This is an optimization exercise on Yosys and OpenROAD, whose aim is small area, not a production implementation.
Only simulation tests tie the RTL to the original design; equivalence was not proved.

==> run Y <==
Design instr_mem_sync, start of the top module:
module instr_mem_sync #(
  parameter int DATA_W    = 32,
  parameter int DEPTH     = 64,
  parameter int ADDR_W    = 32,
  parameter int BYTE_ADDR = 1
) (
  input  logic              clk,
  input  logic              rst_n,
  input  logic              fetch_req,
  input  logic [ADDR_W-1:0] pc,
  input  logic              stall,
  output logic [DATA_W-1:0] instr,
  output logic              instr_valid,
  output logic              fault,
  input  logic              load_start,
  input  logic              load_valid,
  input  logic [DATA_W-1:0] load_data,
  output logic              load_busy,
  output logic              load_done
);
Settings: LEC_CHECK=0, CAP_MARGIN=20, CORE_MARGIN=2, CORE_UTILIZATION=55, CTS_CLUSTER_DIAMETER=100, CTS_CLUSTER_SIZE=30, GPL_TIMING_DRIVEN=0, SETUP_SLACK_MARGIN=0.2, SLEW_MARGIN=20, SYNTH_HIERARCHICAL=1, SYNTH_MINIMUM_KEEP_SIZE=0; clock period 4.0 ns.
run.sh (not shown) runs the stock make flow with config.mk's settings and CLKGATE_MAP_FILE= SYNTH_SCRIPT=/design/flow/synth_recipe.tcl, a recipe that flattens the netlist after the stock synthesis.
==> run P (differences from run Y) <==
--- a/flow/design.v
+++ b/flow/design.v
@@ -125,36 +125,37 @@
   logic              upd;      
   logic [3:1]        fwd;
   logic              nofwd;
   logic [DATA_W-1:0] instr_d;
   assign ra    = pc[7:2];
   assign bad   = (pc[1:0] != 2'b00) || (pc[ADDR_W-1:8] != '0);
   assign take  = rst_n && !stall && !load_busy && fetch_req && !bad;
   assign upd   = !rst_n || (!stall && !load_busy && fetch_req);
-  logic [63:0] asel_h [2];   
-  seldec u_dec0 (.ra(ra), .tv0(tv[0]), .tv1(tv[1]), .tv2(tv[2]), .tv3(tv[3]), .asel(asel_h[0]));
-  seldec u_dec1 (.ra(ra), .tv0(tv[0]), .tv1(tv[1]), .tv2(tv[2]), .tv3(tv[3]), .asel(asel_h[1]));
+  logic [63:0] asel;     
   logic        aok;      
   logic [3:1]  fok;      
   logic        hold;
   always_comb begin
     fwd[1] = pv[1] && pa[1] == ra;
     fwd[2] = pv[2] && pa[2] == ra && !fwd[1];
     fwd[3] = pv[3] && pa[3] == ra && !fwd[1] && !fwd[2];
     nofwd  = !(pv[1] && pa[1] == ra) && !(pv[2] && pa[2] == ra) && !(pv[3] && pa[3] == ra);
+    for (int g = 1; g < NRING; g++)
+      for (int s2 = 0; s2 < 4; s2++)
+        asel[4*(g-1)+s2] = ra[5:2] == 4'(g) && ra[1:0] == tv[s2];
+    for (int s2 = 0; s2 < 4; s2++)
+      asel[60+s2] = ra[5:2] == 4'd0 && ra[1:0] == tv[s2];
     aok  = take && nofwd;
     for (int k = 1; k < 4; k++) fok[k] = take && fwd[k];
     hold = !upd;
   end
   generate
     for (b = 0; b < DATA_W; b++) begin : g_rd
       logic [63:0] d;
-      logic [63:0] asel;
-      assign asel = asel_h[b / 16];
       for (r = 1; r < NRING; r++) begin : g_rr
         for (s = 0; s < 4; s++) begin : g_rs
           assign d[4*(r-1)+s] = ring[r][s][b];
         end
       end
       assign d[60] = ring[0][0][b];
       assign d[61] = ring[0][1][b];
       assign d[62] = ring[0][2][b];
@@ -204,22 +205,8 @@
   assign y = !(&a);
 endmodule
 module o31aig (input logic [2:0] a, input logic b, output logic y);
   assign y = !((|a) && b);
 endmodule
 module o22ag (input logic [1:0] a, input logic [1:0] b, output logic y);
   assign y = (a[0] || a[1]) && (b[0] || b[1]);
 endmodule
-module seldec (input logic [5:0] ra, input logic [1:0] tv0, tv1, tv2, tv3, output logic [63:0] asel);
-  logic [1:0] tv [4];
-  assign tv[0] = tv0;
-  assign tv[1] = tv1;
-  assign tv[2] = tv2;
-  assign tv[3] = tv3;
-  always_comb begin
-    for (int g = 1; g < 16; g++)
-      for (int s2 = 0; s2 < 4; s2++)
-        asel[4*(g-1)+s2] = ra[5:2] == 4'(g) && ra[1:0] == tv[s2];
-    for (int s2 = 0; s2 < 4; s2++)
-      asel[60+s2] = ra[5:2] == 4'd0 && ra[1:0] == tv[s2];
-  end
-endmodule
- CORE_UTILIZATION: 55 -> 70
- PLACE_DENSITY: unset -> 0.78
- SETUP_SLACK_MARGIN: 0.2 -> 0.35
==> run F (differences from run Y) <==
==> flow/design.v (replaced) <==
module instr_mem_sync #(
  parameter int DATA_W    = 32,
  parameter int DEPTH     = 64,
  parameter int ADDR_W    = 32,
  parameter int BYTE_ADDR = 1
) (
  input  logic              clk,
  input  logic              rst_n,
  input  logic              fetch_req,
  input  logic [ADDR_W-1:0] pc,
  input  logic              stall,
  output logic [DATA_W-1:0] instr,
  output logic              instr_valid,
  output logic              fault,
  input  logic              load_start,
  input  logic              load_valid,
  input  logic [DATA_W-1:0] load_data,
  output logic              load_busy,
  output logic              load_done
);
  localparam int NRING = 16;    
  logic [5:0] ptr;
  logic       do_write;
  assign do_write = rst_n && load_busy && load_valid && !load_start;
  always_ff @(posedge clk) begin
    if (!rst_n) begin
      ptr       <= '0;
      load_busy <= 1'b0;
      load_done <= 1'b0;
    end else begin
      load_done <= 1'b0;
      if (load_start) begin
        ptr       <= '0;
        load_busy <= 1'b1;
      end else if (load_busy && load_valid) begin
        ptr <= ptr + 1'b1;
        if (ptr == 6'd63) begin
          load_busy <= 1'b0;
          load_done <= 1'b1;
        end
      end
    end
  end
  logic [1:0] tv [4];
  logic [1:0] t;
  assign t = tv[0];
  always_ff @(posedge clk)
    for (int s2 = 0; s2 < 4; s2++) tv[s2] <= 2'(s2) + t + 2'd1;
  logic [DATA_W-1:0] w0 [4];
  always_ff @(posedge clk) begin
    for (int j = 0; j < 4; j++)
      if (do_write && ptr == 6'(j)) w0[j] <= load_data;
  end
  logic              pv [4];
  logic [5:0]        pa [4];
  logic [DATA_W-1:0] pd [4];
  logic              hit [4];    
  assign pv[0] = do_write && (ptr[5:2] != 4'd0);
  assign pa[0] = ptr;
  assign pd[0] = load_data;
  always_comb
    for (int k = 0; k < 4; k++) hit[k] = pv[k] && (pa[k][1:0] == t);
  always_ff @(posedge clk) begin
    for (int k = 1; k < 4; k++) begin
      pv[k] <= pv[k-1] && !hit[k-1];
      pa[k] <= pa[k-1];
      pd[k] <= pd[k-1];
    end
  end
  logic       wen;
  logic [3:0] wring;
  logic [3:0] wsel;      
  always_comb begin
    wen   = 1'b0;
    wring = pa[3][5:2];
    wsel  = 4'b0000;
    for (int k = 3; k >= 0; k--) begin
      if (hit[k]) begin
        wen   = 1'b1;
        wring = pa[k][5:2];
        wsel  = 4'b0001 << k;
      end
    end
  end
  logic [DATA_W-1:0] wdata;
  genvar b, r, s;
  generate
    for (b = 0; b < DATA_W; b++) begin : g_wbus
      assign wdata[b] = (wsel[0] && pd[0][b]) || (wsel[1] && pd[1][b]) ||
                        (wsel[2] && pd[2][b]) || (wsel[3] && pd[3][b]);
    end
  endgenerate
  logic [DATA_W-1:0] ring [NRING][4];
  logic [NRING-1:0]  rwe;
  always_comb
    for (int g = 0; g < NRING; g++) rwe[g] = wen && (wring == 4'(g));
  generate
    for (r = 1; r < NRING; r++) begin : g_ring
      logic [DATA_W-1:0] port_d;
      for (b = 0; b < DATA_W; b++) begin : g_port
        assign port_d[b] = rwe[r] ? wdata[b] : ring[r][0][b];
      end
      always_ff @(posedge clk) begin
        ring[r][0] <= ring[r][1];
        ring[r][1] <= ring[r][2];
        ring[r][2] <= ring[r][3];
        ring[r][3] <= port_d;
      end
    end
  endgenerate
  logic [5:0]        ra;
  logic              bad;
  logic              take;     
  logic              upd;      
  logic [3:1]        fwd;
  logic              nofwd;
  logic [DATA_W-1:0] instr_d;
  assign ra    = pc[7:2];
  assign bad   = (pc[1:0] != 2'b00) || (pc[ADDR_W-1:8] != '0);
  assign take  = rst_n && !stall && !load_busy && fetch_req && !bad;
  assign upd   = !rst_n || (!stall && !load_busy && fetch_req);
  logic [63:0] asel;     
  logic        aok;      
  logic [3:1]  fok;      
  logic        hold;
  always_comb begin
    fwd[1] = pv[1] && pa[1] == ra;
    fwd[2] = pv[2] && pa[2] == ra && !fwd[1];
    fwd[3] = pv[3] && pa[3] == ra && !fwd[1] && !fwd[2];
    nofwd  = !(pv[1] && pa[1] == ra) && !(pv[2] && pa[2] == ra) && !(pv[3] && pa[3] == ra);
    for (int g = 1; g < NRING; g++)
      for (int s2 = 0; s2 < 4; s2++)
        asel[4*(g-1)+s2] = ra[5:2] == 4'(g) && ra[1:0] == tv[s2];
    for (int j = 0; j < 4; j++)
      asel[60+j] = ra == 6'(j);
    aok  = take && nofwd;
    for (int k = 1; k < 4; k++) fok[k] = take && fwd[k];
    hold = !upd;
  end
  generate
    for (b = 0; b < DATA_W; b++) begin : g_rd
      logic [63:0] d;
      for (r = 1; r < NRING; r++) begin : g_rr
        for (s = 0; s < 4; s++) begin : g_rs
          assign d[4*(r-1)+s] = ring[r][s][b];
        end
      end
      assign d[60] = w0[0][b];
      assign d[61] = w0[1][b];
      assign d[62] = w0[2][b];
      assign d[63] = w0[3][b];
      logic [20:0] n;
      logic        arr;
      for (r = 0; r < 21; r++) begin : g_a
        aoi222 u (.s(asel[3*r+2:3*r]), .d(d[3*r+2:3*r]), .y(n[r]));
      end
      assign arr = !(&n) || (asel[63] && d[63]);
      assign instr_d[b] = (aok && arr) || (fok[1] && pd[1][b]) || (fok[2] && pd[2][b]) ||
                          (fok[3] && pd[3][b]) || (hold && instr[b]);
    end
  endgenerate
  always_ff @(posedge clk) begin
    instr <= instr_d;
    if (!rst_n) begin
      instr_valid <= 1'b0;
      fault       <= 1'b0;
    end else if (!stall) begin
      instr_valid <= !load_busy && fetch_req;
      fault       <= !load_busy && fetch_req && bad;
    end
  end
endmodule
module aoi222 (input logic [2:0] s, input logic [2:0] d, output logic y);
  assign y = !((s[0] && d[0]) || (s[1] && d[1]) || (s[2] && d[2]));
endmodule
- CTS_CLUSTER_DIAMETER: 100 -> 80
- CTS_CLUSTER_SIZE: 30 -> 25
- SETUP_SLACK_MARGIN: 0.2 -> unset
==> flow_metrics.tcl <==
set metrics [dict create \
    outcome "finished with violations" \
    layout.failed_checks "negative setup slack" \
    die_width_microns 342.1 \
    postSynthRegisterBits 2213 \
    numClockSinks 2213 \
    synthTopCellsByCount "dfxtp_1 (2085), a222oi_1 (673), mux2_2 (439), nand4_1 (135), edfxtp_1 (128)" \
    final_critical_path_setup_slack_ps -37.15 \
    timing.critical_path.from "pc[3]" \
    setup_viol_count_final 1 \
    max_clock_freq_ghz 0.2477 \
    worst_hold_slack_ps 333.3 \
    dpl-instance-area_sq_um 68080 \
    power_clock_mw 11.2 \
    reg2reg_slack_ps 40 \
    rr_worst_depth 10 \
    sequential_cell_area_fraction_in_the_yosys_report_pct 72.49 \
]
That was run F.
==> flow_metrics.tcl <==
set metrics [dict create \
    power_clock_mw 10.3 \
    timing.critical_path.from "pa[1][2]" \
    max_clock_freq_ghz 0.2674 \
    outcome "finished clean" \
    postSynthRegisterBits 2217 \
    sequential_cell_area_fraction_in_the_yosys_report_pct 71.49 \
    die_width_microns 301.8 \
    numClockSinks 2217 \
    reg2reg_slack_ps 260 \
    rr_worst_depth 10 \
]
That was run P.
==> flow_metrics.tcl <==
set metrics [dict create \
    power_clock_mw 10.3 \
    outcome "finished clean" \
    numClockSinks 2217 \
    max_clock_freq_ghz 0.2609 \
    final_critical_path_setup_slack_ps 167.1 \
    reg2reg_slack_ps 280 \
    sequential_cell_area_fraction_in_the_yosys_report_pct 70.47 \
    rr_worst_depth 7 \
    postSynthRegisterBits 2217 \
    setup_viol_count_final 0 \
]
That was run Y.

## afterwards: timing with drivers on the ports
How much do the figures lean on ideal ports? The routed layouts below were timed once more, with nothing changed but the port constraints.
Step 1 sets driving cells, clkbuf_16 on the clock port and buf_2 on the other inputs (assumed; they add their load-dependent delay and slew).
Step 2 adds t to the input delays and takes it off the output delays; t is the mean of the earliest and latest rising clock arrival at the registers after step 1. Input paths then give back, and output paths get back, about the clock's delay inside the block.
Slacks: no drivers / after step 1 / after step 2; pairs: no drivers / after step 1.
| run | shift t [ns] | setup WS [ns] | slew at the worst register clock pin (ns) |
|---|---|---|---|
| run Y | 0.786 | 0.167 / 0.217 / -0.569 | 0.12 / 0.12 |
| run P | 0.753 | 0.260 / 0.229 / -0.524 | 0.12 / 0.12 |
| run F | 0.782 | -0.037 / 0.002 / -0.779 | 0.10 / 0.10 |
With both steps, setup timing fails in run Y and run P, where it was met with ideal ports. The setup slack of run P, which loses most, moves by -0.031 ns with the drivers and by -0.784 ns with both steps.
